Context: an optimization exercise on an open-source flow, tuned for small area. The choices shown serve that exercise and are no tape-out recipe. In this exercise RTL edits were held to simulation tests only and were not proved equivalent to the original. No activity file was given, so power comes from the tool's default toggle rates.

--- flow/run.sh ---
#!/bin/bash
# synth_recipe.tcl (not shown) runs the flow's synth.tcl, then flattens the netlist and writes it again
# the make line also repeats each setting of config.mk as NAME=value (left out here)
make -C /OpenROAD-flow-scripts/flow DESIGN_CONFIG=/design/flow/config.mk WORK_HOME=/design/flow/orfs CLKGATE_MAP_FILE= SYNTH_SCRIPT=/design/flow/synth_recipe.tcl finish
--- flow/config.mk ---
export PLATFORM = sky130hd
export DESIGN_NAME = rcu_top
export DESIGN_NICKNAME = rcu_top
export VERILOG_FILES = /design/flow/design.v
export SDC_FILE = /design/flow/constraint.sdc
export NUM_CORES = 4
export LEC_CHECK = 0
export CAP_MARGIN = 20
export CORE_MARGIN = 2
export CORE_UTILIZATION = 40
export SLEW_MARGIN = 20
--- flow/constraint.sdc ---
create_clock -name core_clock -period 10.0 [get_ports {clk}]
set_input_delay 2.0000 -clock core_clock [delete_from_list [all_inputs] [get_ports {clk}]]
set_output_delay 2.0000 -clock core_clock [all_outputs]
set_load 0.01 [all_outputs]
--- flow/design.v ---
`timescale 1ns/10ps
package rcu_pkg;
    typedef struct packed {
        logic                   valid;
        logic [32-1:0]   pc;
        logic [5-1:0] rs1;
        logic [5-1:0] rs2;
        logic [5-1:0] rd;
        logic                   uses_rs1;
        logic                   uses_rs2;
        logic                   uses_rd;
    } dispatch_t;
    typedef struct packed {
        logic [6-1:0] prs1;
        logic [6-1:0] prs2;
        logic [6-1:0] prd;
        logic [6-1:0] lprd;
    } renamed_t;
    typedef struct packed {
        logic                   valid;
        logic [3-1:0]  line;
        logic [32-1:0]   pc;
        logic [6-1:0] prs1;
        logic [6-1:0] prs2;
        logic [6-1:0] prd;
    } issue_t;
    typedef struct packed {
        logic                   valid;
        logic [3-1:0]  line;
        logic [6-1:0] prd;
    } wb_t;
    typedef struct packed {
        logic                   valid;
        logic [32-1:0]   pc;
        logic [5-1:0] rd;
        logic [6-1:0] prd;
        logic [6-1:0] lprd;
    } commit_t;
endpackage
`timescale 1ns/10ps
module rcu_top (
    input  logic                   clk,
    input  logic                   reset,
    input  logic                   trapped,
    input  logic                   fu_ready,
    input  logic                   dispatch_valid,
    input  logic [32-1:0]   dispatch_pc,
    input  logic [5-1:0] dispatch_rs1,
    input  logic [5-1:0] dispatch_rs2,
    input  logic [5-1:0] dispatch_rd,
    input  logic                   dispatch_uses_rs1,
    input  logic                   dispatch_uses_rs2,
    input  logic                   dispatch_uses_rd,
    input  logic                   wb_valid,
    input  logic [3-1:0]  wb_line,
    input  logic [6-1:0] wb_prd,
    output logic                   dispatch_ready,
    output logic                   issue_valid,
    output logic [3-1:0]  issue_line,
    output logic [32-1:0]   issue_pc,
    output logic [6-1:0] issue_prs1,
    output logic [6-1:0] issue_prs2,
    output logic [6-1:0] issue_prd,
    output logic                   commit_valid,
    output logic [32-1:0]   commit_pc,
    output logic [5-1:0] commit_rd,
    output logic [6-1:0] commit_prd,
    output logic [6-1:0] commit_lprd
);
    localparam int NA = 32;
    localparam int NP = 64;
    localparam int NL = 8;
    localparam int AW = 5;
    localparam int PW = 6;
    localparam int LW = 3;
    logic [PW-1:0] cmap [1:NA-1];
    logic [NP-1:1] free_bits;
    logic [NP-1:1] comm_busy;
    logic [32-1:0] ent_pc   [NL];
    logic [AW-1:0]        ent_rd   [NL];
    logic [PW-1:0]        ent_prd  [NL];
    logic [PW-1:0]        ent_prs1 [NL];
    logic [PW-1:0]        ent_prs2 [NL];
    logic [NL-1:0] st_a;
    logic [NL-1:0] st_b;
    logic [NL-1:0] wait1;
    logic [NL-1:0] wait2;
    logic [LW-1:0] head;
    logic [LW-1:0] tail;
    logic [NL-1:0] used, pend, done, waiting;
    assign used    = st_a | st_b;
    assign pend    = st_b;
    assign done    = st_a & ~st_b;
    assign waiting = st_b & ~st_a;
    logic          has_rd;
    logic          accept;
    logic [PW-1:0] free_pick;
    logic          free_any;
    assign has_rd = dispatch_uses_rd && (dispatch_rd != '0);
    always_comb begin
        free_pick = '0;
        for (int i = NP - 1; i > 0; i--) begin
            if (free_bits[i]) free_pick = i[PW-1:0];
        end
    end
    assign free_any = |free_bits;
    assign dispatch_ready = !used[tail] && free_any;
    assign accept = dispatch_valid && dispatch_ready && !trapped;
    logic [NL-1:0] below_tail;
    always_comb begin
        for (int l = 0; l < NL; l++) below_tail[l] = (l < tail);
    end
    function automatic logic [NL-1:0] youngest(input logic [NL-1:0] c,
                                                input logic [NL-1:0] lo);
        logic [NL-1:0] cl;
        logic [NL-1:0] r;
        logic          seen_l, seen;
        cl = c & lo;
        r = '0;
        seen_l = 1'b0;
        seen = 1'b0;
        for (int l = NL - 1; l >= 0; l--) begin
            if (|cl) begin
                r[l] = cl[l] && !seen_l;
            end else begin
                r[l] = c[l] && !seen;
            end
            seen_l = seen_l | cl[l];
            seen   = seen | c[l];
        end
        youngest = r;
    endfunction
    logic [NL-1:0] m1, m2, s1, s2;
    logic [PW-1:0] rob1, rob2, prs1, prs2;
    logic          hit1, hit2, w1_new, w2_new;
    logic [NL-1:0] wb_dec;
    always_comb begin
        for (int l = 0; l < NL; l++) begin
            m1[l] = used[l] && (ent_rd[l] == dispatch_rs1) && (dispatch_rs1 != '0);
            m2[l] = used[l] && (ent_rd[l] == dispatch_rs2) && (dispatch_rs2 != '0);
            wb_dec[l] = wb_valid && (wb_line == l[LW-1:0]);
        end
        s1 = youngest(m1, below_tail);
        s2 = youngest(m2, below_tail);
        hit1 = |m1;
        hit2 = |m2;
        rob1 = '0;
        rob2 = '0;
        for (int l = 0; l < NL; l++) begin
            rob1 = rob1 | (s1[l] ? ent_prd[l] : '0);
            rob2 = rob2 | (s2[l] ? ent_prd[l] : '0);
        end
        prs1 = !dispatch_uses_rs1 ? '0 : hit1 ? rob1 :
               (dispatch_rs1 == '0) ? '0 : cmap[dispatch_rs1];
        prs2 = !dispatch_uses_rs2 ? '0 : hit2 ? rob2 :
               (dispatch_rs2 == '0) ? '0 : cmap[dispatch_rs2];
        w1_new = dispatch_uses_rs1 && |(s1 & pend & ~wb_dec);
        w2_new = dispatch_uses_rs2 && |(s2 & pend & ~wb_dec);
    end
    logic [NL-1:0] cand, cand_hi, sel;
    logic [NL-1:0] at_or_above_head;
    logic          fire;
    always_comb begin
        for (int l = 0; l < NL; l++) begin
            at_or_above_head[l] = (l >= head);
            cand[l] = waiting[l] && !wait1[l] && !wait2[l];
        end
        cand_hi = cand & at_or_above_head;
        sel = '0;
        for (int l = NL - 1; l >= 0; l--) begin
            if (|cand_hi) begin
                if (cand_hi[l]) sel = '0 | (NL'(1) << l);
            end else begin
                if (cand[l]) sel = '0 | (NL'(1) << l);
            end
        end
    end
    always_comb begin
        issue_valid = |cand && !trapped;
        issue_line  = '0;
        issue_pc    = '0;
        issue_prs1  = '0;
        issue_prs2  = '0;
        issue_prd   = '0;
        for (int l = 0; l < NL; l++) begin
            issue_line = issue_line | (sel[l] ? l[LW-1:0] : '0);
            issue_pc   = issue_pc   | (sel[l] ? ent_pc[l]   : '0);
            issue_prs1 = issue_prs1 | (sel[l] ? ent_prs1[l] : '0);
            issue_prs2 = issue_prs2 | (sel[l] ? ent_prs2[l] : '0);
            issue_prd  = issue_prd  | (sel[l] ? ent_prd[l]  : '0);
        end
    end
    assign fire = issue_valid && fu_ready;
    logic do_commit;
    assign do_commit = done[head] && !trapped;
    always_comb begin
        commit_valid = do_commit;
        commit_pc    = ent_pc[head];
        commit_rd    = ent_rd[head];
        commit_prd   = ent_prd[head];
        commit_lprd  = (commit_rd == '0) ? '0 : cmap[commit_rd];
    end
    always_ff @(posedge clk) begin
        if (reset || trapped) begin
            head  <= '0;
            tail  <= '0;
            st_a  <= '0;
            st_b  <= '0;
        end else begin
            if (fire) begin
                st_a <= st_a | sel;
            end
            for (int l = 0; l < NL; l++) begin
                if (wb_dec[l]) begin
                    st_a[l] <= 1'b1;
                    st_b[l] <= 1'b0;
                end
            end
            if (do_commit) begin
                st_a[head] <= 1'b0;
                st_b[head] <= 1'b0;
                head       <= head + 1'b1;
            end
            if (accept) begin
                st_a[tail] <= 1'b0;
                st_b[tail] <= 1'b1;
                tail       <= tail + 1'b1;
            end
        end
    end
    always_ff @(posedge clk) begin
        for (int l = 0; l < NL; l++) begin
            if (wb_valid && (ent_prs1[l] == wb_prd)) wait1[l] <= 1'b0;
            if (wb_valid && (ent_prs2[l] == wb_prd)) wait2[l] <= 1'b0;
        end
        if (accept) begin
            wait1[tail] <= w1_new;
            wait2[tail] <= w2_new;
        end
    end
    always_ff @(posedge clk) begin
        if (accept) begin
            ent_pc[tail]   <= dispatch_pc;
            ent_rd[tail]   <= dispatch_uses_rd ? dispatch_rd : '0;
            ent_prd[tail]  <= has_rd ? free_pick : '0;
            ent_prs1[tail] <= prs1;
            ent_prs2[tail] <= prs2;
        end
    end
    always_ff @(posedge clk) begin
        if (reset) begin
            free_bits <= '1;
        end else if (trapped) begin
            free_bits <= ~comm_busy;
        end else begin
            if (accept && has_rd) begin
                free_bits[free_pick] <= 1'b0;
            end
            if (do_commit && (commit_lprd != '0)) begin
                free_bits[commit_lprd] <= 1'b1;
            end
        end
    end
    always_ff @(posedge clk) begin
        if (reset) begin
            for (int i = 1; i < NA; i++) cmap[i] <= '0;
            comm_busy <= '0;
        end else if (do_commit) begin
            if (commit_lprd != '0) comm_busy[commit_lprd] <= 1'b0;
            if (commit_prd != '0) comm_busy[commit_prd] <= 1'b1;
            if (commit_rd != '0) cmap[commit_rd] <= commit_prd;
        end
    end
endmodule
==> results of run 1 <==
## cell usage in the layout (no fill, tap or decap), drive strengths merged, types with 91 or more instances in the layout
| cell type | instances |
|---|---|
| edfxtp | 632 |
| nor2 | 341 |
| nand2 | 271 |
| mux4 | 206 |
| dfxtp | 167 |
| clkdlybuf4s50 | 164 |
| xnor2 | 124 |
| nand3 | 117 |
| inv | 105 |
| clkbuf | 103 |
| nor3 | 91 |
## cells by family (layout without fill, tap and decap cells)
kind of cell               count (synthesis)  count (layout)  synth area share
and+or+nand+nor                         1148            1148            0.1287
AOI/OAI and AO/OA                        823             823            0.1452
DFF                                      799             799            0.5096
buffers and inverters                    362             501           0.03496
muxes                                    304             304            0.1303
xor gates and xnor gates                 193             193           0.03859
adders and majority gates                 44              44           0.01251
other                                      1              10        0.00008561
## power by group through the flow
| stage | registers [mW] | logic (mW) | clock network (mW) |
|---|---|---|---|
| 6_report | 3.67 | 0.873 | 3.30 |
| 5_1_grt | 3.67 | 0.914 | 3.46 |
| 4_1_cts | 3.67 | 0.851 | 3.32 |
| 3_5_place_dp | 3.74 | 0.846 | 0 |
| 3_3_place_gp | 3.74 | 0.838 | 0 |
| 2_1_floorplan | 3.72 | 0.526 | 0 |
## per-layer routing
metal | part of all wire | wire length [um] | global-route usage | up-vias
met5 | 0.00025 | 38 | 0 | -
met3 | 0.11 | 16770 | 0.05505 | 372
met2 | 0.45 | 69390 | 0.4154 | 2148
li1 | - | - | - | 14760
met1 | 0.40 | 60480 | 0.3667 | 17250
met4 | 0.042 | 6427 | 0.1030 | 6
## sequential cells by signal (all words and copies together), names as in the netlist, named ones only
| signal | cells |
|---|---|
| ent_prs1 | 48 |
| free_bits | 63 |
| ent_prd | 48 |
| comm_busy | 63 |
| ent_prs2 | 48 |
| wait1 | 8 |
| ent_rd | 40 |
| ent_pc | 256 |
| st_b | 8 |
| st_a | 8 |
| wait2 | 8 |
| tail | 3 |
| head | 3 |
| cmap | 192 |
## worst min-delay path by stage
stage,start,slack (ns),endpoint,cells past startpoint
after floorplan,comm_busy[1]$_SDFFE_PP0P_,0.41,free_bits[1]$_SDFF_PP1_,1
after global placement,comm_busy[22]$_SDFFE_PP0P_,0.41,free_bits[22]$_SDFF_PP1_,1
after detailed placement,comm_busy[1]$_SDFFE_PP0P_,0.42,free_bits[1]$_SDFF_PP1_,1
after CTS,comm_busy[63]$_SDFFE_PP0P_,0.42,free_bits[63]$_SDFF_PP1_,1
after global routing,comm_busy[25]$_SDFFE_PP0P_,0.44,free_bits[25]$_SDFF_PP1_,1
final,comm_busy[63]$_SDFFE_PP0P_,0.43,free_bits[63]$_SDFF_PP1_,1
## area by class of cell
class / instances / area [um^2]
fill: 9806 / 58890
sequential: 799 / 22330
multi-input combinational: 2518 / 20140
clock buffer: 103 / 2308
timing repair buffer: 244 / 2275
tap: 1414 / 1769
clock inverter: 54 / 591.8
inverter: 100 / 385.4
antenna: 4 / 10.01
## per-stage QoR
stage | setup WS (ns) | std cells | cell area (um^2) | hold slack (ns) | util
after detailed placement | 1.548 | 5074 | 46880 | 0.4199 | 0.4313
after global placement | 1.754 | 5073 | 46850 | 0.4112 | 0.4310
after CTS | 1.497 | 5231 | 49780 | 0.4232 | 0.4579
after floorplan | 2.800 | 3679 | 43820 | 0.4074 | -
final | 1.301 | 5236 | 49820 | 0.4266 | 0.4583
after global routing | 0.8121 | 5232 | 49810 | 0.4436 | 0.4582
==> notes.md, run 1 <==
internal power consumption 5.834 mW; Switching Fraction 0.2560; YS warnings 1; critical path fanouts, max 66; dpl hpwl 100800 um; clk buf depth 3; number of flip-flops and latches in the synthesized netlist 799; final count of hold timing violations 0; power density normalized to cell area 157.4 nW/um^2; Top-Level Pins 170; share of cells above drive strength 1 0.1480; run status finished clean; Row Count 121; total detailed-routing wirelength 153100 um; Post-CTS Setup Inserts 0; number of distinct library cells after synthesis 107; crit path DAT 9.25 ns; Initial Utilization 0.4030; total vias in the final route 34530; Finish-stage setup viols 0; Area growth syn-to-layout 13.73%; clock tree from TritonCTS done; cells taking the most area after synthesis edfxtp_1 (43%), mux4_2 (11%), dfxtp_1 (7.6%); worst reg2reg path depth 24; commonest cells in the synthesized netlist edfxtp_1 (632), nor2_1 (341), nand2_1 (270); required time of the critical path 10.55 ns; number of detailed-routing iterations run before antenna repair 6; Post-synth top flop edfxtp_1; maximum number of pins on one net before global-route repair 67; most common cell in the netlist edfxtp_1; residual DRC count 0; H-tree depth 3; setup clock skew after layout 0.03116 ns; maximum VDD drop 0.0001198 V; share of power burned in combinational logic 0.111; first-pass GRT wire length 223900 um; routed wire length per instance 29.24 um; Least-Margin Pin Slew 1.147 ns; highest clock frequency the design can meet 115.0 MHz; Syn Inst Count 3674; die outline width 334.9 um; peak per-stage delay on the critical path 0.94 ns; CTS buffer count 85; final period demand of the worst path 8.699 ns; unrepaired setup endpoints after global routing no; leakage power of the design 16.36 nW; power dissipated by switching net loads 2.008 mW; Crit Path Category flop to flop; net total in the final layout 3856; post-synthesis instance area 43800 um^2; overall die height 334.9 um; clock latency of the later-clocked register in the worst-skew pair 0.68 ns; sequential share of the synthesized area 0.5096; DRT iter0 DRCs 4671; Buffers on Ports 169; global placement routability congestion 0.9652; setup slack of the most critical reg-to-reg path 1.30 ns; critical path startpoint category flop; proportion of synthesized flip-flops having asynchronous set or reset 0; GRT Resource Usage Total 0.2671; CP top delay family simple AND/OR/NAND/NOR gates; via count of the first global-routing pass 32870; register share of total power 0.468; vias per inst 6.595; top cell type's share of synthesized area 0.4333; overflow left after global routing 0; cell chosen for the clock root clkbuf_16; path class of the lowest-slack min-delay path flop to flop; count of final max-slew check failures 0; Routed Antenna Nets 0; sinks on the clock net 799; library cell occupying the most area in the post-synthesis netlist edfxtp_1; floorplan die area 112200 um^2; max_slew headroom 0.2346; antenna violations before repair 8; cells along the critical path mux2_2 -> o22a_4 -> nand2_4 -> inv_4 -> nand2_1 -> a32oi_1 -> o21ai_0 -> or4_1 -> ha_1 -> nand4_2 -> nor3_1 -> nand2_1 -> a31o_2 -> inv_1 -> ha_1 -> nor4b_1 -> a41oi_1 -> nor3_1 -> nand2b_1 -> inv_1 -> nand4_1 -> or3_4 -> or3b_1 -> a32o_1; total power of the final layout 7.841 mW; hold buffer count at CTS 0; buffers and inverters on the worst path 3; logic depth of the worst setup path including buffers 24; Clk pin slew, worst setup/hold paths 0.06 ns; Core Area 108700 um^2; total of max-cap violations 0; capturing point of the worst reg2reg path comm_busy[54]$_SDFFE_PP0P_; total negative slack for setup checks 0 ns; number of flops mapped to enable cells by yosys 632; count of instances resized after the clock tree is built 0; endpoint of the most critical setup path comm_busy[54]$_SDFFE_PP0P_; Avg Synthesized Cell Area 11.92 um^2; Crit. End Element flop; final worst-path cycle share 0.8699; slowest cell on the critical path dfxtp_4; Clk pwr share 0.420
==> inputs of run 2 (changes only) <==
--- a/flow/design.v
+++ b/flow/design.v
@@ -74,8 +74,9 @@
     localparam int PW = 6;
     localparam int LW = 3;
     logic [PW-1:0] cmap [1:NA-1];
-    logic [NP-1:1] free_bits;
-    logic [NP-1:1] comm_busy;
+    localparam int NF = (NA - 1) + NL + 1;
+    logic [NF:1] free_bits;
+    logic [NF:1] comm_busy;
     logic [32-1:0] ent_pc   [NL];
     logic [AW-1:0]        ent_rd   [NL];
     logic [PW-1:0]        ent_prd  [NL];
@@ -85,8 +86,8 @@
     logic [NL-1:0] st_b;
     logic [NL-1:0] wait1;
     logic [NL-1:0] wait2;
-    logic [LW-1:0] head;
-    logic [LW-1:0] tail;
+    logic [NL-1:0] head;
+    logic [NL-1:0] tail;
     logic [NL-1:0] used, pend, done, waiting;
     assign used    = st_a | st_b;
     assign pend    = st_b;
@@ -95,20 +96,18 @@
     logic          has_rd;
     logic          accept;
     logic [PW-1:0] free_pick;
-    logic          free_any;
     assign has_rd = dispatch_uses_rd && (dispatch_rd != '0);
     always_comb begin
         free_pick = '0;
-        for (int i = NP - 1; i > 0; i--) begin
+        for (int i = NF; i > 0; i--) begin
             if (free_bits[i]) free_pick = i[PW-1:0];
         end
     end
-    assign free_any = |free_bits;
-    assign dispatch_ready = !used[tail] && free_any;
+    assign dispatch_ready = !(|(used & tail));
     assign accept = dispatch_valid && dispatch_ready && !trapped;
     logic [NL-1:0] below_tail;
     always_comb begin
-        for (int l = 0; l < NL; l++) below_tail[l] = (l < tail);
+        for (int l = 0; l < NL; l++) below_tail[l] = (tail >> (l + 1)) != '0;
     end
     function automatic logic [NL-1:0] youngest(input logic [NL-1:0] c,
                                                 input logic [NL-1:0] lo);
@@ -162,7 +161,7 @@
     logic          fire;
     always_comb begin
         for (int l = 0; l < NL; l++) begin
-            at_or_above_head[l] = (l >= head);
+            at_or_above_head[l] = (head << (NL - 1 - l)) != '0;
             cand[l] = waiting[l] && !wait1[l] && !wait2[l];
         end
         cand_hi = cand & at_or_above_head;
@@ -192,18 +191,23 @@
     end
     assign fire = issue_valid && fu_ready;
     logic do_commit;
-    assign do_commit = done[head] && !trapped;
+    assign do_commit = |(done & head) && !trapped;
     always_comb begin
         commit_valid = do_commit;
-        commit_pc    = ent_pc[head];
-        commit_rd    = ent_rd[head];
-        commit_prd   = ent_prd[head];
+        commit_pc    = '0;
+        commit_rd    = '0;
+        commit_prd   = '0;
+        for (int l = 0; l < NL; l++) begin
+            commit_pc  = commit_pc  | (head[l] ? ent_pc[l]  : '0);
+            commit_rd  = commit_rd  | (head[l] ? ent_rd[l]  : '0);
+            commit_prd = commit_prd | (head[l] ? ent_prd[l] : '0);
+        end
         commit_lprd  = (commit_rd == '0) ? '0 : cmap[commit_rd];
     end
     always_ff @(posedge clk) begin
         if (reset || trapped) begin
-            head  <= '0;
-            tail  <= '0;
+            head  <= NL'(1);
+            tail  <= NL'(1);
             st_a  <= '0;
             st_b  <= '0;
         end else begin
@@ -216,16 +220,18 @@
                     st_b[l] <= 1'b0;
                 end
             end
-            if (do_commit) begin
-                st_a[head] <= 1'b0;
-                st_b[head] <= 1'b0;
-                head       <= head + 1'b1;
-            end
-            if (accept) begin
-                st_a[tail] <= 1'b0;
-                st_b[tail] <= 1'b1;
-                tail       <= tail + 1'b1;
-            end
+            for (int l = 0; l < NL; l++) begin
+                if (do_commit && head[l]) begin
+                    st_a[l] <= 1'b0;
+                    st_b[l] <= 1'b0;
+                end
+                if (accept && tail[l]) begin
+                    st_a[l] <= 1'b0;
+                    st_b[l] <= 1'b1;
+                end
+            end
+            if (do_commit) head <= {head[NL-2:0], head[NL-1]};
+            if (accept)    tail <= {tail[NL-2:0], tail[NL-1]};
         end
     end
     always_ff @(posedge clk) begin
@@ -233,18 +239,22 @@
             if (wb_valid && (ent_prs1[l] == wb_prd)) wait1[l] <= 1'b0;
             if (wb_valid && (ent_prs2[l] == wb_prd)) wait2[l] <= 1'b0;
         end
-        if (accept) begin
-            wait1[tail] <= w1_new;
-            wait2[tail] <= w2_new;
-        end
-    end
-    always_ff @(posedge clk) begin
-        if (accept) begin
-            ent_pc[tail]   <= dispatch_pc;
-            ent_rd[tail]   <= dispatch_uses_rd ? dispatch_rd : '0;
-            ent_prd[tail]  <= has_rd ? free_pick : '0;
-            ent_prs1[tail] <= prs1;
-            ent_prs2[tail] <= prs2;
+        for (int l = 0; l < NL; l++) begin
+            if (accept && tail[l]) begin
+                wait1[l] <= w1_new;
+                wait2[l] <= w2_new;
+            end
+        end
+    end
+    always_ff @(posedge clk) begin
+        for (int l = 0; l < NL; l++) begin
+            if (accept && tail[l]) begin
+                ent_pc[l]   <= dispatch_pc;
+                ent_rd[l]   <= dispatch_uses_rd ? dispatch_rd : '0;
+                ent_prd[l]  <= has_rd ? free_pick : '0;
+                ent_prs1[l] <= prs1;
+                ent_prs2[l] <= prs2;
+            end
         end
     end
     always_ff @(posedge clk) begin
==> flow/flow/run.sh (new file) <==
#!/bin/bash
# The standard layout (the standard.sh, unchanged synthesis, floorplan, power
# grid and routing) with two placement/CTS options changed:
#  - port buffers use the smallest buffer (sky130_fd_sc_hd__buf_1);
#  - CTS uses larger leaf clusters of clkbuf_16 and no dummy loads.
# make's full output goes to standard.log; ORFS's per-step logs stay in orfs/logs.
set -euo pipefail
export BUFFER_PORTS_ARGS="-buffer_cell sky130_fd_sc_hd__buf_1"
export CTS_ARGS="-sink_clustering_enable -repair_clock_nets -dont_use_dummy_load -buf_list sky130_fd_sc_hd__clkbuf_16 -sink_clustering_size 25 -sink_clustering_max_diameter 60"
bash standard.sh > standard.log 2>&1
==> flow/standard.sh (new file) <==
#!/bin/bash
# synth_recipe.tcl (not shown) runs the flow's synth.tcl, then flattens the netlist and writes it again
# the make line also repeats each setting of config.mk as NAME=value (left out here)
make -C /OpenROAD-flow-scripts/flow DESIGN_CONFIG=/design/flow/config.mk WORK_HOME=/design/flow/orfs CLKGATE_MAP_FILE= SYNTH_SCRIPT=/design/flow/synth_recipe.tcl "${@:-finish}"
--- a/flow/config.mk
+++ b/flow/config.mk
@@ -7,5 +7,5 @@
 export LEC_CHECK = 0
 export CAP_MARGIN = 20
 export CORE_MARGIN = 2
-export CORE_UTILIZATION = 40
+export CORE_UTILIZATION = 70
 export SLEW_MARGIN = 20
removed: flow/run.sh
==> run 2 against run 1 <==
Still clean on timing, DRC and antenna. Routed wire length shrank 8.9%. Sequential power shrank 4%. Clock power shrank 44%. Worst setup slack lost 0.25 ns. Die area shrank 46%. Register-to-register slack lost 0.25 ns. Combinational power shrank 13%. Global-route usage grew 19 points. Design area shrank 13%. Final cell count shrank 16%. Synthesized area shrank 6.8%. Sequential share of layout area grew 5.4 points. Critical path type unchanged. Largest power group unchanged.
==> notes.md, run 2 <==
Top-Level Pins 170; routed wire length per instance 31.75 um; number of flip-flops in the largest register 256; run status finished clean; registers with the highest flip-flop counts ent_pc (256), cmap (192); clock latency of the later-clocked register in the worst-skew pair 0.63 ns; DRT iter0 DRCs 6194; Core Area 57700 um^2; post-synthesis instance area 40810 um^2; total power of the final layout 6.124 mW; Routed Antenna Nets 0; number of flip-flops and latches in the synthesized netlist 760; total negative slack for setup checks 0 ns; YS warnings 6; Post-synth top flop edfxtp_1; Core Util, Final 0.7484; final design instance area without fill 43180 um^2; count of final max-slew check failures 0; global placement routability congestion 1.052; overall die height 245.4 um; Avg Synthesized Cell Area 11.36 um^2; Area growth syn-to-layout 5.820%; H-tree depth 2; total detailed-routing wirelength 139400 um; share of cells above drive strength 1 0.08985; cell chosen for the clock root clkbuf_16; setup clock skew after layout 0.05817 ns; clock tree from TritonCTS done; library cell occupying the most area in the post-synthesis netlist edfxtp_1; Least-Margin Pin Slew 1.248 ns; total vias in the final route 34450; total of max-cap violations 0; commonest cells in the synthesized netlist edfxtp_1 (648), nor2_1 (387), a22oi_1 (332); Crit. End Element flop; sequential share of the synthesized area 0.5318; vias per inst 7.844; Syn Inst Count 3592; GRT Resource Usage Total 0.4589; CP top delay family simple AND/OR/NAND/NOR gates; final period demand of the worst path 8.952 ns; Clk pin slew, worst setup/hold paths 0.08 ns; highest clock frequency the design can meet 111.7 MHz; die outline width 245.4 um; max_slew headroom 0.1679; top cell type's share of synthesized area 0.4769; critical path fanouts, max 64; final worst-path cycle share 0.8952; Post-CTS Setup Inserts 0; crit path DAT 9.45 ns; power density normalized to cell area 141.8 nW/um^2; most common cell in the netlist edfxtp_1; sinks on the clock net 760; clk buf depth 3; critical path startpoint category flop; hold buffer count at CTS 0; first-pass GRT wire length 206000 um; leakage power of the design 14.32 nW; Row Count 88; maximum VDD drop 0.0001863 V; final count of hold timing violations 0; unrepaired setup endpoints after global routing no; buffers and inverters on the worst path 3; cells taking the most area after synthesis edfxtp_1 (48%), mux4_2 (6.6%), a22oi_1 (6.1%); peak per-stage delay on the critical path 1.01 ns; number of detailed-routing iterations run before antenna repair 10; required time of the critical path 10.50 ns; Worst Setup Slack, final 1.048 ns; number of flops mapped to enable cells by yosys 648; CTS buffer count 48; Buffers on Ports 169; Crit Path Category flop to flop; dpl hpwl 91620 um; most frequent standard cell in the layout excluding fill and tap cells edfxtp_1; overflow left after global routing 0; floorplan die area 60240 um^2; Finish-stage setup viols 0; top library cells by usage in the layout, fill and taps aside edfxtp_1 (648), nor2_1 (381), a22oi_1 (332); Most flops, register ent_pc; count of instances resized after the clock tree is built 0; path class of the lowest-slack min-delay path flop to flop; post-place setup slack 1.501 ns; Initial Utilization 0.7073; residual DRC count 0; cells along the critical path a22oi_4 -> and4_4 -> inv_4 -> buf_4 -> mux2i_1 -> o22ai_1 -> nor4_1 -> nand2_1 -> nand2_1 -> ha_1 -> xnor2_1 -> and3_1 -> nand2b_1 -> inv_1 -> ha_1 -> nor4b_1 -> a21oi_1 -> nor3_1 -> and2_1 -> a21boi_0 -> nand3_1 -> or4_1 -> o2bb2ai_1; proportion of synthesized flip-flops having asynchronous set or reset 0; Placed Area 41910 um^2; net total in the final layout 3716; slowest cell on the critical path dfxtp_2; Layout fillers 3741; number of distinct library cells after synthesis 101; maximum number of pins on one net before global-route repair 82; via count of the first global-routing pass 33490; antenna violations before repair 7
[run 2: cell types whose count changed in the layout (fill, tap and decap cells not counted), sizes merged, moves of 47 or more]
cell           previous run  this run
a221oi                   59         8
nor2                    341       388
buf                      80       219
a22oi                    69       338
a22o                     63         2
mux4                    206       120
clkdlybuf4s50           164         0
a21oi                    72       206
dfxtp                   167       112
[run 2: routing by layer]
metal,share of wire,global-route usage,vias to the layer above
met5,0.00014,0,-
li1,-,-,14050
met1,0.33,0.6099,16320
met4,0.066,0.2494,4
met2,0.45,0.7085,3363
met3,0.15,0.1046,724
[run 2: path summary, 6_finish.rpt]
| check | startpoint | slack [ns] | depth (start not counted) | endpoint |
|---|---|---|---|---|
| worst min register to register | comm_busy[21]$_SDFFE_PP0P_ | 0.43 | 1 | free_bits[21]$_SDFF_PP1_ |
| worst min-delay path | comm_busy[21]$_SDFFE_PP0P_ | 0.43 | 1 | free_bits[21]$_SDFF_PP1_ |
| worst max-delay path | head[7]$_SDFFE_PP0P_ | 1.05 | 23 | comm_busy[11]$_SDFFE_PP0P_ |
| worst max register to register | head[7]$_SDFFE_PP0P_ | 1.05 | 23 | comm_busy[11]$_SDFFE_PP0P_ |
[run 2: stage by stage]
| step | hold slack (ns) | instances |
|---|---|---|
| final | 0.4272 | 4392 |
| after global routing | 0.4349 | 4386 |
| after CTS | 0.4218 | 4381 |
| after detailed placement | 0.4160 | 4333 |
| after global placement | 0.4089 | 4333 |
| after floorplan | 0.3967 | 3597 |
[run 2: layout make-up]
type	instances	area, um^2	area share
diodes	10	25.02	0.0005795
clock buffers	48	1201	0.02782
inverters	82	310.3	0.007186
multi-input cells	2497	17860	0.4135
flip-flops and latches	760	21710	0.5028
well taps	765	957.2	0.02217
repair buffers	230	1120	0.02593
[run 2: cells by family after synthesis]
| logic type | Yosys count | share of synthesized area |
|---|---|---|
| flops | 760 | 0.5318 |
| fa+ha+maj | 32 | 0.009812 |
| xor+xnor | 189 | 0.04057 |
| mux | 215 | 0.08984 |
| simple gates | 1128 | 0.1334 |
| compound gates | 927 | 0.1613 |
| other cells | 1 | 0.00009190 |
| buf+inv | 340 | 0.03321 |
[run 2: worst reg2reg max path, cell delays in order, from the launching register on]
cell and delay, ns:
dfxtp_2 1.01, a22oi_4 0.22, and4_4 0.40, inv_4 0.81, buf_4 0.59, mux2i_1 0.29
o22ai_1 0.09, nor4_1 0.66, nand2_1 0.28, nand2_1 0.29, ha_1 0.39, xnor2_1 0.25
and3_1 0.44, nand2b_1 0.19, inv_1 0.10, ha_1 0.31, nor4b_1 0.38, a21oi_1 0.13
nor3_1 0.23, and2_1 0.19, a21boi_0 0.38, nand3_1 0.49, or4_1 0.60, o2bb2ai_1 0.14
[run 2: power by group]
part / switching (mW) / internal [mW] / total, mW
clock: 0.990 / 0.849 / 1.84
sequential: 0.0440 / 3.48 / 3.52
combinational: 0.515 / 0.246 / 0.761
total: 1.55 / 4.58 / 6.12
==> inputs of run 3 (changes only) <==
--- a/flow/design.v
+++ b/flow/design.v
@@ -97,10 +97,15 @@
     logic          accept;
     logic [PW-1:0] free_pick;
     assign has_rd = dispatch_uses_rd && (dispatch_rd != '0);
-    always_comb begin
+    logic [NF:1] pick_oh;
+    always_comb begin
+        logic lower;
+        lower = 1'b0;
         free_pick = '0;
-        for (int i = NF; i > 0; i--) begin
-            if (free_bits[i]) free_pick = i[PW-1:0];
+        for (int i = 1; i <= NF; i++) begin
+            pick_oh[i] = free_bits[i] && !lower;
+            lower = lower | free_bits[i];
+            free_pick = free_pick | (pick_oh[i] ? i[PW-1:0] : '0);
         end
     end
     assign dispatch_ready = !(|(used & tail));
@@ -263,11 +268,9 @@
         end else if (trapped) begin
             free_bits <= ~comm_busy;
         end else begin
-            if (accept && has_rd) begin
-                free_bits[free_pick] <= 1'b0;
-            end
-            if (do_commit && (commit_lprd != '0)) begin
-                free_bits[commit_lprd] <= 1'b1;
+            for (int i = 1; i <= NF; i++) begin
+                if (accept && has_rd && pick_oh[i]) free_bits[i] <= 1'b0;
+                if (do_commit && (commit_lprd == i[PW-1:0])) free_bits[i] <= 1'b1;
             end
         end
     end
@@ -276,8 +279,10 @@
             for (int i = 1; i < NA; i++) cmap[i] <= '0;
             comm_busy <= '0;
         end else if (do_commit) begin
-            if (commit_lprd != '0) comm_busy[commit_lprd] <= 1'b0;
-            if (commit_prd != '0) comm_busy[commit_prd] <= 1'b1;
+            for (int i = 1; i <= NF; i++) begin
+                if (commit_lprd == i[PW-1:0]) comm_busy[i] <= 1'b0;
+                if (commit_prd == i[PW-1:0]) comm_busy[i] <= 1'b1;
+            end
             if (commit_rd != '0) cmap[commit_rd] <= commit_prd;
         end
     end
==> run 3 against run 2 <==
Critical path depth fell by 12. Power fell by 4.8%. Combinational power fell by 32%. Maximum frequency rose by 15%. First-iteration DRC count rose by 2.4%. Sequential power barely moved. Synthesized area fell by 4.8%. Core utilization fell by 0.098 points. Clock skew rose by 0.0017 ns. Routed wire length fell by 6.2%.
==> notes.md, run 3 <==
run status finished clean; Finish-stage setup viols 0; power density normalized to cell area 141.8 nW/um^2; peak per-stage delay on the critical path 0.86 ns; overall die height 239.5 um; highest clock frequency the design can meet 128.5 MHz; post-place setup slack 3.039 ns; number of flops mapped to enable cells by yosys 648; cell chosen for the clock root clkbuf_16; vias per inst 7.922; crit path DAT 5.78 ns; first-pass GRT wire length 190900 um; terminating pin of the worst hold path comm_busy[40]$_SDFFE_PP0P_; number of detailed-routing iterations run before antenna repair 13; antenna violations before repair 1; cells along the critical path buf_4 -> a22oi_1 -> and4_4 -> inv_8 -> mux2i_1 -> mux2i_1 -> o32ai_1 -> or4_1 -> a31oi_1 -> buf_4 -> buf_1; worst hold-check slack 0.4647 ns; Initial Utilization 0.7063; path class of the lowest-slack min-delay path flop to flop; Buffers on Ports 169; Avg Synthesized Cell Area 12.05 um^2; top library cells by usage in the layout, fill and taps aside edfxtp_1 (648), nor2_1 (308), nand2_1 (263); GRT Resource Usage Total 0.4519; count of final max-slew check failures 0; worst hold path stage count 1; final worst-path cycle share 0.7781; total detailed-routing wirelength 130800 um; CP top delay family compound AO/OA/AOI/OAI gates; final period demand of the worst path 7.781 ns; commonest cells in the synthesized netlist edfxtp_1 (648), nor2_1 (309), nand2_1 (263); top cell type's share of synthesized area 0.5010; global placement routability congestion 1.082; count of instances resized after the clock tree is built 0; Syn Inst Count 3223; maximum number of pins on one net before global-route repair 62; setup slack of the most critical reg-to-reg path 3.83 ns; slowest cell on the critical path a22oi_1; final count of hold timing violations 0; residual DRC count 0; leakage power of the design 13.24 nW; H-tree depth 2; YS warnings 6; sequential share of the synthesized area 0.5588; Worst Setup Slack, final 2.219 ns; critical path fanouts, max 61; number of flip-flops in the largest register 256; required time of the critical path 8.00 ns; Least-Margin Pin Slew 1.210 ns; Most flops, register ent_pc; total negative slack for setup checks 0 ns; cells taking the most area after synthesis edfxtp_1 (50%), mux4_2 (7.0%), dfxtp_1 (5.8%); dpl hpwl 84750 um; Post-CTS Setup Inserts 0; number of distinct library cells after synthesis 96; most frequent standard cell in the layout excluding fill and tap cells edfxtp_1; worst reg2reg path depth 13; Finished Layout Cells 4017; Core Area 54990 um^2; buffers and inverters on the worst path 4; Row Count 86; post-synthesis instance area 38840 um^2; hold path start comm_busy[40]$_SDFFE_PP0P_; clock latency of the later-clocked register in the worst-skew pair 0.63 ns; overflow left after global routing 0; library cell occupying the most area in the post-synthesis netlist edfxtp_1; critical path startpoint category flop; number of flip-flops and latches in the synthesized netlist 760; routed wire length per instance 32.57 um; registers with the highest flip-flop counts ent_pc (256), cmap (192); setup clock skew after layout 0.05988 ns; Routed Antenna Nets 0; total vias in the final route 31820; Crit Path Category flop to primary output; net total in the final layout 3335; clk buf depth 3; launching element of the worst setup path head[3]$_SDFFE_PP0P_; CTS buffer count 46; via count of the first global-routing pass 30320; capturing point of the worst reg2reg path comm_busy[7]$_SDFFE_PP0P_; clock tree from TritonCTS done; total placed cells including tap cells 3970; max_slew headroom 0.1826; unrepaired setup endpoints after global routing no; floorplan die area 57380 um^2; Top-Level Pins 170; Area growth syn-to-layout 5.828%; Post-synth top flop edfxtp_1; die outline width 239.5 um; sinks on the clock net 760; share of cells above drive strength 1 0.09945; Clk pin slew, worst setup/hold paths 0.07 ns; proportion of synthesized flip-flops having asynchronous set or reset 0; reg2reg start head[3]$_SDFFE_PP0P_; most common cell in the netlist edfxtp_1; hold buffer count at CTS 0; Crit. End Element primary output; maximum VDD drop 0.0001515 V; DRT iter0 DRCs 6345; total of max-cap violations 0
==> run 3: power breakdown <==
| part | switching (mW) | internal [mW] | total (mW) | leakage, nW |
|---|---|---|---|---|
| Sequential | 0.0456 | 3.48 | 3.53 | 7.04 |
| Clock | 0.971 | 0.815 | 1.79 | 0.567 |
| Combinational | 0.341 | 0.175 | 0.516 | 5.64 |
| Total | 1.36 | 4.47 | 5.83 | 13.2 |
==> run 3: worst max-delay path by stage <==
| stage | endpoint | slack, ns | cells after the start |
|---|---|---|---|
| after global placement | ent_prs1[3][5]$_DFFE_PP_ | 3.25 | 11 |
| after global routing | issue_prd[1] | 1.94 | 12 |
| final | commit_lprd[0] | 2.22 | 11 |
| after detailed placement | ent_prs1[7][2]$_DFFE_PP_ | 3.04 | 11 |
| after CTS | issue_prd[1] | 2.52 | 12 |
| after floorplan | ent_prs2[0][2]$_DFFE_PP_ | 4.81 | 11 |
==> run 3: kinds of logic (layout without fill, tap and decap cells) <==
logic type / after synthesis / count (layout) / share of synthesized area
buffers and inverters: 314 / 354 / 0.03444
AO/OA/AOI/OAI: 786 / 786 / 0.1568
multiplexers: 206 / 206 / 0.09179
other: 1 / 7 / 0.00009656
AND/OR/NAND/NOR: 999 / 999 / 0.1227
XOR/XNOR: 157 / 157 / 0.03541
flip-flops: 760 / 760 / 0.5588
==> run 3: through the flow <==
stage,power (mW),util,instance area (um^2)
after global routing,5.932,0.7475,41100
after global placement,4.070,0.7260,39920
final,5.829,0.7475,41100
after detailed placement,4.086,0.7260,39920
after floorplan,3.903,-,38850
after CTS,5.796,0.7470,41070
==> run 3: metal layers <==
layer | track usage | part of all wire
met1 | 0.5835 | 0.32
met2 | 0.6996 | 0.45
met3 | 0.1204 | 0.15
met4 | 0.2538 | 0.071
met5 | 0 | 0
==> run 3: cell type report <==
cell class / instances / area (um^2)
Sequential cell: 760 / 21710
Multi-Input combinational cell: 2154 / 15880
Fill cell: 3594 / 13890
Clock buffer: 46 / 1151
Timing Repair Buffer: 232 / 1125
Tap cell: 748 / 935.9
Inverter: 76 / 296.5
Antenna cell: 1 / 2.502
==> inputs of run 4 (changes only) <==
--- a/flow/design.v
+++ b/flow/design.v
@@ -77,6 +77,8 @@
     localparam int NF = (NA - 1) + NL + 1;
     logic [NF:1] free_bits;
     logic [NF:1] comm_busy;
+    logic [NF:1] fly_busy;
+    assign free_bits = ~(comm_busy | fly_busy);
     logic [32-1:0] ent_pc   [NL];
     logic [AW-1:0]        ent_rd   [NL];
     logic [PW-1:0]        ent_prd  [NL];
@@ -86,8 +88,12 @@
     logic [NL-1:0] st_b;
     logic [NL-1:0] wait1;
     logic [NL-1:0] wait2;
+    logic [LW-1:0] head_q;
+    logic [LW-1:0] tail_q;
     logic [NL-1:0] head;
     logic [NL-1:0] tail;
+    assign head = NL'(1) << head_q;
+    assign tail = NL'(1) << tail_q;
     logic [NL-1:0] used, pend, done, waiting;
     assign used    = st_a | st_b;
     assign pend    = st_b;
@@ -211,8 +217,8 @@
     end
     always_ff @(posedge clk) begin
         if (reset || trapped) begin
-            head  <= NL'(1);
-            tail  <= NL'(1);
+            head_q <= '0;
+            tail_q <= '0;
             st_a  <= '0;
             st_b  <= '0;
         end else begin
@@ -235,8 +241,8 @@
                     st_b[l] <= 1'b1;
                 end
             end
-            if (do_commit) head <= {head[NL-2:0], head[NL-1]};
-            if (accept)    tail <= {tail[NL-2:0], tail[NL-1]};
+            if (do_commit) head_q <= head_q + 1'b1;
+            if (accept)    tail_q <= tail_q + 1'b1;
         end
     end
     always_ff @(posedge clk) begin
@@ -253,7 +259,7 @@
     end
     always_ff @(posedge clk) begin
         for (int l = 0; l < NL; l++) begin
-            if (accept && tail[l]) begin
+            if (!used[l]) begin
                 ent_pc[l]   <= dispatch_pc;
                 ent_rd[l]   <= dispatch_uses_rd ? dispatch_rd : '0;
                 ent_prd[l]  <= has_rd ? free_pick : '0;
@@ -263,27 +269,30 @@
         end
     end
     always_ff @(posedge clk) begin
-        if (reset) begin
-            free_bits <= '1;
-        end else if (trapped) begin
-            free_bits <= ~comm_busy;
+        if (reset || trapped) begin
+            fly_busy <= '0;
         end else begin
             for (int i = 1; i <= NF; i++) begin
-                if (accept && has_rd && pick_oh[i]) free_bits[i] <= 1'b0;
-                if (do_commit && (commit_lprd == i[PW-1:0])) free_bits[i] <= 1'b1;
+                if (accept && has_rd && pick_oh[i]) fly_busy[i] <= 1'b1;
+                if (do_commit && (commit_prd == i[PW-1:0])) fly_busy[i] <= 1'b0;
             end
         end
     end
     always_ff @(posedge clk) begin
         if (reset) begin
-            for (int i = 1; i < NA; i++) cmap[i] <= '0;
             comm_busy <= '0;
         end else if (do_commit) begin
             for (int i = 1; i <= NF; i++) begin
                 if (commit_lprd == i[PW-1:0]) comm_busy[i] <= 1'b0;
                 if (commit_prd == i[PW-1:0]) comm_busy[i] <= 1'b1;
             end
-            if (commit_rd != '0) cmap[commit_rd] <= commit_prd;
+        end
+    end
+    logic [PW-1:0] cmap_d;
+    assign cmap_d = commit_prd & {PW{!reset}};
+    always_ff @(posedge clk) begin
+        for (int i = 1; i < NA; i++) begin
+            if (reset || (do_commit && (commit_rd == i[AW-1:0]))) cmap[i] <= cmap_d;
         end
     end
 endmodule
==> flow/flow/run.sh (replaced) <==
#!/bin/bash
# The standard layout (the standard.sh, unchanged synthesis, floorplan, power
# grid, placement and routing) with two options changed:
#  - port buffers use the smallest buffer (sky130_fd_sc_hd__buf_1);
#  - CTS uses leaf clusters of up to 16 sinks driven by clkbuf_8 and no dummy loads.
# make's full output goes to standard.log; ORFS's per-step logs stay in orfs/logs.
set -euo pipefail
export BUFFER_PORTS_ARGS="-buffer_cell sky130_fd_sc_hd__buf_1"
export CTS_ARGS="-sink_clustering_enable -repair_clock_nets -dont_use_dummy_load -buf_list sky130_fd_sc_hd__clkbuf_8 -sink_clustering_size 16 -sink_clustering_max_diameter 50"
bash standard.sh > standard.log 2>&1
--- a/flow/config.mk
+++ b/flow/config.mk
@@ -7,5 +7,5 @@
 export LEC_CHECK = 0
 export CAP_MARGIN = 20
 export CORE_MARGIN = 2
-export CORE_UTILIZATION = 70
+export CORE_UTILIZATION = 60
 export SLEW_MARGIN = 20
==> run 4 against run 3 <==
Via count increased by 12%. Register-to-register slack lost 0.30 ns. Clock power decreased by 5%. Highest routed layer is now met5. Largest power group unchanged. Synthesized cell count is 3.7% higher. Still clean on timing, DRC and antenna. Design area is 0.54% lower. Routed wire length increased by 26%. Combinational power grew about 50%. Sequential power grew 5.9%. Clock skew is 0.052 ns higher.
==> notes.md, run 4 <==
cell chosen for the clock root clkbuf_8; Post-synth top flop edfxtp_1; power density normalized to cell area 151.8 nW/um^2; overflow left after global routing 0; GRT Resource Usage Total 0.5041; Clk pin slew, worst setup/hold paths 0.08 ns; total of max-cap violations 0; dpl hpwl 107900 um; Buffers on Ports 169; run status finished clean; count of final max-slew check failures 0; Least-Margin Pin Slew 1.421 ns; critical path fanouts, max 43; Post-CTS Setup Inserts 0; cells along the critical path buf_4 -> inv_2 -> ha_2 -> a22oi_1 -> o211ai_2 -> nor2_4 -> buf_4 -> inv_2 -> nand3_1 -> o32ai_1 -> or4_1 -> nor4_1 -> a21o_1 -> inv_2 -> buf_1; most common cell in the netlist edfxtp_1; final count of hold timing violations 0; buffers and inverters on the worst path 6; clk buf depth 3; Placed Area 39660 um^2; Syn Inst Count 3341; share of cells above drive strength 1 0.09763; proportion of synthesized flip-flops having asynchronous set or reset 0; final period demand of the worst path 8.348 ns; Crit Path Category flop to primary output; sinks on the clock net 744; cells taking the most area after synthesis edfxtp_1 (51%), dfxtp_1 (5.4%), a222oi_1 (3.7%); Initial Utilization 0.6086; max_slew headroom 0.04933; CP top delay family buffers and inverters; final design instance area without fill 40880 um^2; setup clock skew after layout 0.1114 ns; final worst-path cycle share 0.8348; sequential share of the synthesized area 0.5656; count of instances resized after the clock tree is built 0; critical path startpoint category flop; antenna violations before repair 14; via count of the first global-routing pass 33160; highest clock frequency the design can meet 119.8 MHz; routed wire length per instance 37.92 um; clock latency of the later-clocked register in the worst-skew pair 0.75 ns; Crit. End Element primary output; residual DRC count 0; CTS buffer count 75; global placement routability congestion 1.210; number of detailed-routing iterations run before antenna repair 14; Core Area 61940 um^2; Finish-stage setup viols 0; most frequent cell on the critical path inv_2; area used by multi-input combinational logic 15660 um^2; total detailed-routing wirelength 165000 um; H-tree depth 3; YS warnings 13; clock tree from TritonCTS done; commonest cells in the synthesized netlist edfxtp_1 (642), nor2_1 (352), nand2_1 (259); Area growth syn-to-layout 8.451%; Layout fillers 4521; registers with the highest flip-flop counts ent_pc (256), cmap (186); Top-Level Pins 170; peak per-stage delay on the critical path 0.63 ns; path class of the lowest-slack min-delay path flop to flop; maximum VDD drop 0.0001832 V; Most flops, register ent_pc; unrepaired setup endpoints after global routing no; crit path DAT 6.35 ns; most frequent standard cell in the layout excluding fill and tap cells edfxtp_1; hold buffer count at CTS 0; first-pass GRT wire length 233600 um; sequential cell area 21320 um^2; overall die height 254.6 um; die outline width 254.6 um; number of flops mapped to enable cells by yosys 642; floorplan die area 64840 um^2; number of flip-flops and latches in the synthesized netlist 744; slowest cell on the critical path nor4_1; top library cells by usage in the layout, fill and taps aside edfxtp_1 (642), nor2_1 (322), nand2_1 (259); net total in the final layout 3582; top cell type's share of synthesized area 0.5115; post-synthesis instance area 37690 um^2; DRT iter0 DRCs 8524; library cell occupying the most area in the post-synthesis netlist edfxtp_1; Avg Synthesized Cell Area 11.28 um^2; Row Count 91; total vias in the final route 35750; leakage power of the design 14.21 nW; maximum number of pins on one net before global-route repair 91; total negative slack for setup checks 0 ns; Routed Antenna Nets 0; vias per inst 8.217; number of flip-flops in the largest register 256; required time of the critical path 8.00 ns; number of distinct library cells after synthesis 96
run 4: cell types whose count changed in the layout (fill, tap and decap cells not counted), moves of 31 or more:
| cell | previous run | this run |
|---|---|---|
| a221oi_1 | 14 | 105 |
| a222oi_1 | 110 | 141 |
| a22o_1 | 10 | 43 |
| a22oi_1 | 236 | 128 |
| a311oi_1 | 6 | 39 |
| a31oi_1 | 15 | 78 |
| buf_4 | 63 | 118 |
| clkbuf_16 | 46 | 0 |
| clkbuf_8 | 0 | 75 |
| mux4_2 | 120 | 0 |
| nor3_1 | 42 | 145 |
| xnor2_1 | 134 | 73 |
| xor2_1 | 23 | 89 |
run 4: power by group:
| part | switching, mW | total (mW) | internal [mW] | leakage (nW) |
|---|---|---|---|---|
| sequential | 0.173 | 3.74 | 3.56 | 7.73 |
| clock | 1.03 | 1.70 | 0.668 | 0.539 |
| combinational | 0.554 | 0.773 | 0.219 | 5.95 |
| total | 1.76 | 6.20 | 4.45 | 14.2 |
run 4: routing by layer:
layer | global-route usage | vias to the layer above | wire (um)
met1 | 0.6265 | 16610 | 52600
met2 | 0.7246 | 4257 | 67540
met4 | 0.3049 | 10 | 14630
met3 | 0.2231 | 1106 | 30150
met5 | 0.007519 | - | 88
li1 | - | 13770 | -
run 4: tightest hold or removal path: cells and delay by family (launching register included):
kind,cells,cell delay [ns]
compound gates,1,0.06
buf+inv,1,0.06
flops,1,0.34
run 4: area by class of cell:
cell class / instances / area share
Sequential cell: 744 / 0.5215
Antenna cell: 11 / 0.0006734
Inverter: 43 / 0.003948
Multi-Input combinational cell: 2346 / 0.3832
Clock buffer: 75 / 0.02525
Timing Repair Buffer: 295 / 0.03979
Tap cell: 837 / 0.02562
run 4: stage by stage:
stage	hold slack [ns]	setup WS (ns)	power [mW]	std cells	utilization
after floorplan	0.4531	4.026	4.136	3341	-
after global placement	0.4733	2.944	4.471	4257	0.6397
after detailed placement	0.4765	2.811	4.493	4257	0.6404
after CTS	0.4885	2.057	6.106	4332	0.6570
after global routing	0.5021	1.570	6.283	4342	0.6596
final	0.4999	1.652	6.205	4351	0.6600
run 4: logic make-up (layout without fill, tap and decap cells):
kind of cell,after synthesis,in the layout,synth area share
compound gates,962,962,0.2035
mux,62,62,0.01663
flops,744,744,0.5656
other cells,0,11,0
simple gates,1148,1148,0.1454
xor+xnor,162,162,0.03764
buf+inv,251,413,0.02722
fa+ha+maj,12,12,0.003983
run 4: path summary, 6_finish.rpt:
kind,from,end,slack [ns],cells after the start
worst max-delay path,head_q[2]$_SDFFE_PP0P_,commit_lprd[0],1.65,15
worst min-delay path,st_a[7]$_SDFFE_PP0P_,st_a[7]$_SDFFE_PP0P_,0.50,2
worst max register to register,head_q[2]$_SDFFE_PP0P_,comm_busy[4]$_SDFFE_PP0P_,3.53,16
worst min register to register,st_a[7]$_SDFFE_PP0P_,st_a[7]$_SDFFE_PP0P_,0.50,2
==> inputs of run 5 (changes only) <==
==> flow/flow/run.sh (replaced) <==
#!/bin/bash
# The standard layout (the standard.sh: ORFS synthesis, floorplan, power grid,
# placement, CTS and routing) with these changes:
#  - synthesis: synth_recipe.tcl unchanged except that ABC maps the logic with an
#    area-only script (flow/area.abc); registers are mapped as in the standard synthesis;
#  - port buffers use the smallest buffer (sky130_fd_sc_hd__buf_1);
#  - CTS uses leaf clusters of up to 16 sinks driven by clkbuf_8 and no dummy loads.
# make's full output goes to standard.log; ORFS's per-step logs stay in orfs/logs.
set -euo pipefail
here=$(pwd)
export MY_ABC_SCRIPT="$here/flow/area.abc"
{ cat flow/abc_area.tcl; cat synth_recipe.tcl; } > my_synth.tcl
export BUFFER_PORTS_ARGS="-buffer_cell sky130_fd_sc_hd__buf_1"
export CTS_ARGS="-sink_clustering_enable -repair_clock_nets -dont_use_dummy_load -buf_list sky130_fd_sc_hd__clkbuf_8 -sink_clustering_size 16 -sink_clustering_max_diameter 50"
bash standard.sh SYNTH_SCRIPT="$here/my_synth.tcl" finish > standard.log 2>&1
==> flow/flow/abc_area.tcl (new file) <==
# Prepended to synth_recipe.tcl by run.sh: ABC maps the logic between the flip-flops with
# area.abc (area-only mapping, no buffering or upsizing) instead of ORFS's speed script.
# Flip-flops are mapped before ABC runs and ABC does not touch them, so the registers,
# their names and their cell types are those of the standard synthesis.
proc abc {args} {
  set i [lsearch -exact $args -script]
  if {$i >= 0 && [string match *abc_speed.script [lindex $args [expr {$i + 1}]]]} {
    lset args [expr {$i + 1}] $::env(MY_ABC_SCRIPT)
  }
  yosys abc {*}$args
}
==> flow/flow/area.abc (new file) <==
&get -n
&st
&dch -f
&nf -a
&put
mfs2
&get -n
&st
&dch -f
&nf -a
&put
==> run 5 against run 4 <==
Sequential power hardly changed. Maximum frequency rose by 1.2%. Largest cell class unchanged. Critical path type unchanged. Synthesized area decreased by 7.0%. Via count down 9.4%. Routed wire length shrank 11%. Still clean on timing, DRC and antenna. Critical endpoint is now issue_pc[12]. Global-route usage fell by 2.7 points.
==> notes.md, run 5 <==
highest clock frequency the design can meet 121.3 MHz; required time of the critical path 8.00 ns; number of distinct library cells after synthesis 58; internal power consumption 4.325 mW; share of cells above drive strength 1 0.05988; clock latency of the later-clocked register in the worst-skew pair 0.74 ns; count of final max-slew check failures 0; Least-Margin Pin Slew 1.207 ns; met3 layer wire length in the routed design 22100 um; most frequent standard cell in the layout excluding fill and tap cells edfxtp_1; first-pass GRT wire length 209000 um; GRT Resource Usage Total 0.4773; Most flops, register ent_pc; number of flops mapped to enable cells by yosys 642; post-place setup slack 2.618 ns; sequential share of the synthesized area 0.6081; DR WL met2 65380 um; cells taking the most area after synthesis edfxtp_1 (55%), a222oi_1 (6.1%), dfxtp_1 (5.8%); DR top layer met5; Post-CTS Setup Inserts 0; total negative slack for setup checks 0 ns; run status finished clean; post-synthesis instance area 35060 um^2; Buffers on Ports 169; worst hold-check slack 0.4747 ns; final count of hold timing violations 0; routed wire length per instance 36.64 um; count of instances resized after the clock tree is built 0; power dissipated by switching net loads 1.586 mW; overflow left after global routing 0; H-tree depth 3; critical path fanouts, max 54; net total in the final layout 3302; Switching Fraction 0.2683; path class of the lowest-slack min-delay path flop to flop; Top-Level Pins 170; Crit Path Category flop to primary output; top cell type's share of synthesized area 0.5498; top library cells by usage in the layout, fill and taps aside edfxtp_1 (642), nand2_1 (290), nand3_1 (254); Core Area 57700 um^2; final period demand of the worst path 8.247 ns; antenna violations before repair 10; sinks on the clock net 744; Worst Setup Slack, final 1.753 ns; via count of the first global-routing pass 30720; register share of total power 0.631; final worst-path cycle share 0.8247; unrepaired setup endpoints after global routing no; number of flip-flops and latches in the synthesized netlist 744; routed metal-1 wire length 47120 um; CTS buffer count 67; dpl hpwl 98820 um; Crit. End Element primary output; Post-synth top flop edfxtp_1; hold buffer count at CTS 0; cell chosen for the clock root clkbuf_8; YS warnings 13; Routed Antenna Nets 0; setup clock skew after layout 0.1075 ns; setup slack of the most critical reg-to-reg path 3.70 ns; critical path startpoint category flop; maximum number of pins on one net before global-route repair 55; max_slew headroom 0.1883; overall die height 245.7 um; clk buf depth 3; crit path DAT 6.25 ns; leakage power of the design 12.93 nW; residual DRC count 0; Row Count 88; number of flip-flops in the largest register 256; clock tree from TritonCTS done; total vias in the final route 32400; vias per inst 8.107; floorplan die area 60390 um^2; Area growth syn-to-layout 9.624%; power density normalized to cell area 153.8 nW/um^2; number of detailed-routing iterations run before antenna repair 17; commonest cells in the synthesized netlist edfxtp_1 (642), nand2_1 (290), nand3_1 (254); Clk pin slew, worst setup/hold paths 0.10 ns; Syn Inst Count 2909; total of max-cap violations 0; registers with the highest flip-flop counts ent_pc (256), cmap (186); most common cell in the netlist edfxtp_1; maximum VDD drop 0.0001668 V; Avg Synthesized Cell Area 12.05 um^2; Finish-stage setup viols 0; share of power burned in combinational logic 0.103; DRT iter0 DRCs 6696; proportion of synthesized flip-flops having asynchronous set or reset 0; Clk pwr share 0.265; total power of the final layout 5.911 mW; die outline width 245.7 um; global placement routability congestion 1.137; Initial Utilization 0.6077; library cell occupying the most area in the post-synthesis netlist edfxtp_1; total detailed-routing wirelength 146400 um
run 5: cell types whose count changed in the layout (fill, tap and decap cells not counted), sizes merged, moves of 57 or more:
cell,change
xnor2,+66
nor3,-97
nor2,-189
a21oi,+57
a222oi,+71
a221oi,-61
xor2,-68
nand3,+127
run 5: worst paths after layout:
path                              startpoint                         end  depth (start not counted)
setup reg to reg      head_q[1]$_SDFFE_PP0P_  comm_busy[25]$_SDFFE_PP0P_                         17
hold reg to reg   comm_busy[39]$_SDFFE_PP0P_  comm_busy[39]$_SDFFE_PP0P_                          2
setup / recovery      head_q[1]$_SDFFE_PP0P_                issue_pc[12]                         16
hold / removal    comm_busy[39]$_SDFFE_PP0P_  comm_busy[39]$_SDFFE_PP0P_                          2
run 5: metal layers:
layer / global-route usage / vias to the layer above
met5: 0 / -
met4: 0.2772 / 8
met3: 0.1311 / 853
met2: 0.7507 / 3565
met1: 0.5949 / 15220
li1: - / 12750
run 5: power by group through the flow:
stage	clock (mW)	sequential [mW]	combinational (mW)
after floorplan	0	3.71	0.305
after global placement	0	3.77	0.563
after detailed placement	0	3.79	0.573
after CTS	1.55	3.72	0.577
after global routing	1.65	3.74	0.627
final	1.57	3.73	0.611
run 5: layout make-up:
type | count | area [um^2]
Sequential cell | 744 | 21320
Fill cell | 4103 | 19260
Multi-Input combinational cell | 2124 | 13840
Timing Repair Buffer | 247 | 1221
Tap cell | 765 | 957.2
Clock buffer | 67 | 922.1
Inverter | 41 | 153.9
Antenna cell | 8 | 20.02
run 5: per-stage QoR:
| stage | util | cells | area [um^2] |
|---|---|---|---|
| after floorplan | - | 2909 | 35070 |
| after global placement | 0.6495 | 3920 | 37480 |
| after detailed placement | 0.6495 | 3920 | 37480 |
| after CTS | 0.6655 | 3987 | 38400 |
| after global routing | 0.6660 | 3992 | 38430 |
| final | 0.6662 | 3996 | 38440 |
run 5: cells by family after synthesis:
kind of cell | Yosys count | synth area share
fa+ha+maj | 12 | 0.004282
mux | 1 | 0.0002855
compound gates | 838 | 0.1838
flops | 744 | 0.6081
xor+xnor | 160 | 0.03997
simple gates | 1113 | 0.1592
buf+inv | 41 | 0.004389
run 5: worst max-delay path, cell delays in order, from the launching register on:
cell	delay (ns)
dfxtp_1	0.45
ha_1	0.30
nor2b_4	0.32
buf_4	0.65
o21ai_0	0.24
o2111a_1	0.20
nand4_1	0.25
a21boi_4	0.09
buf_4	0.42
nor2_1	0.26
nand2_1	0.14
nor2_1	0.20
and2_2	0.76
buf_4	0.54
a222oi_1	0.22
nand2_1	0.25
buf_1	0.19

## separate check: timing with driven ports
How much do the figures lean on ideal ports? The routed layouts below were timed once more, with nothing changed but the port constraints. Step 1 (the two cells are an assumption about what drives the block):
set clk [get_ports {clk}]
set_driving_cell -lib_cell sky130_fd_sc_hd__clkbuf_16 $clk
set_driving_cell -lib_cell sky130_fd_sc_hd__buf_2 [delete_from_list [all_inputs] $clk]
Step 2 also shifts input and output timing later by t, the mid clock arrival at the registers, as if the neighbouring blocks saw the same clock. Three values: ideal, step 1, step 2; two values: the first two.
run | t, ns | setup slack, ns | worst setup path after step 2
run 1 | 0.738 | 1.301 / 1.301 / 1.301 | register to register
run 2 | 0.669 | 1.048 / 1.048 / 1.048 | register to register
run 3 | 0.662 | 2.219 / 2.153 / 2.815 | register to output
run 4 | 0.764 | 1.652 / 1.588 / 2.352 | register to output
run 5 | 0.752 | 1.753 / 1.688 / 2.298 | input to register
After both steps setup and hold are still met in every run listed.
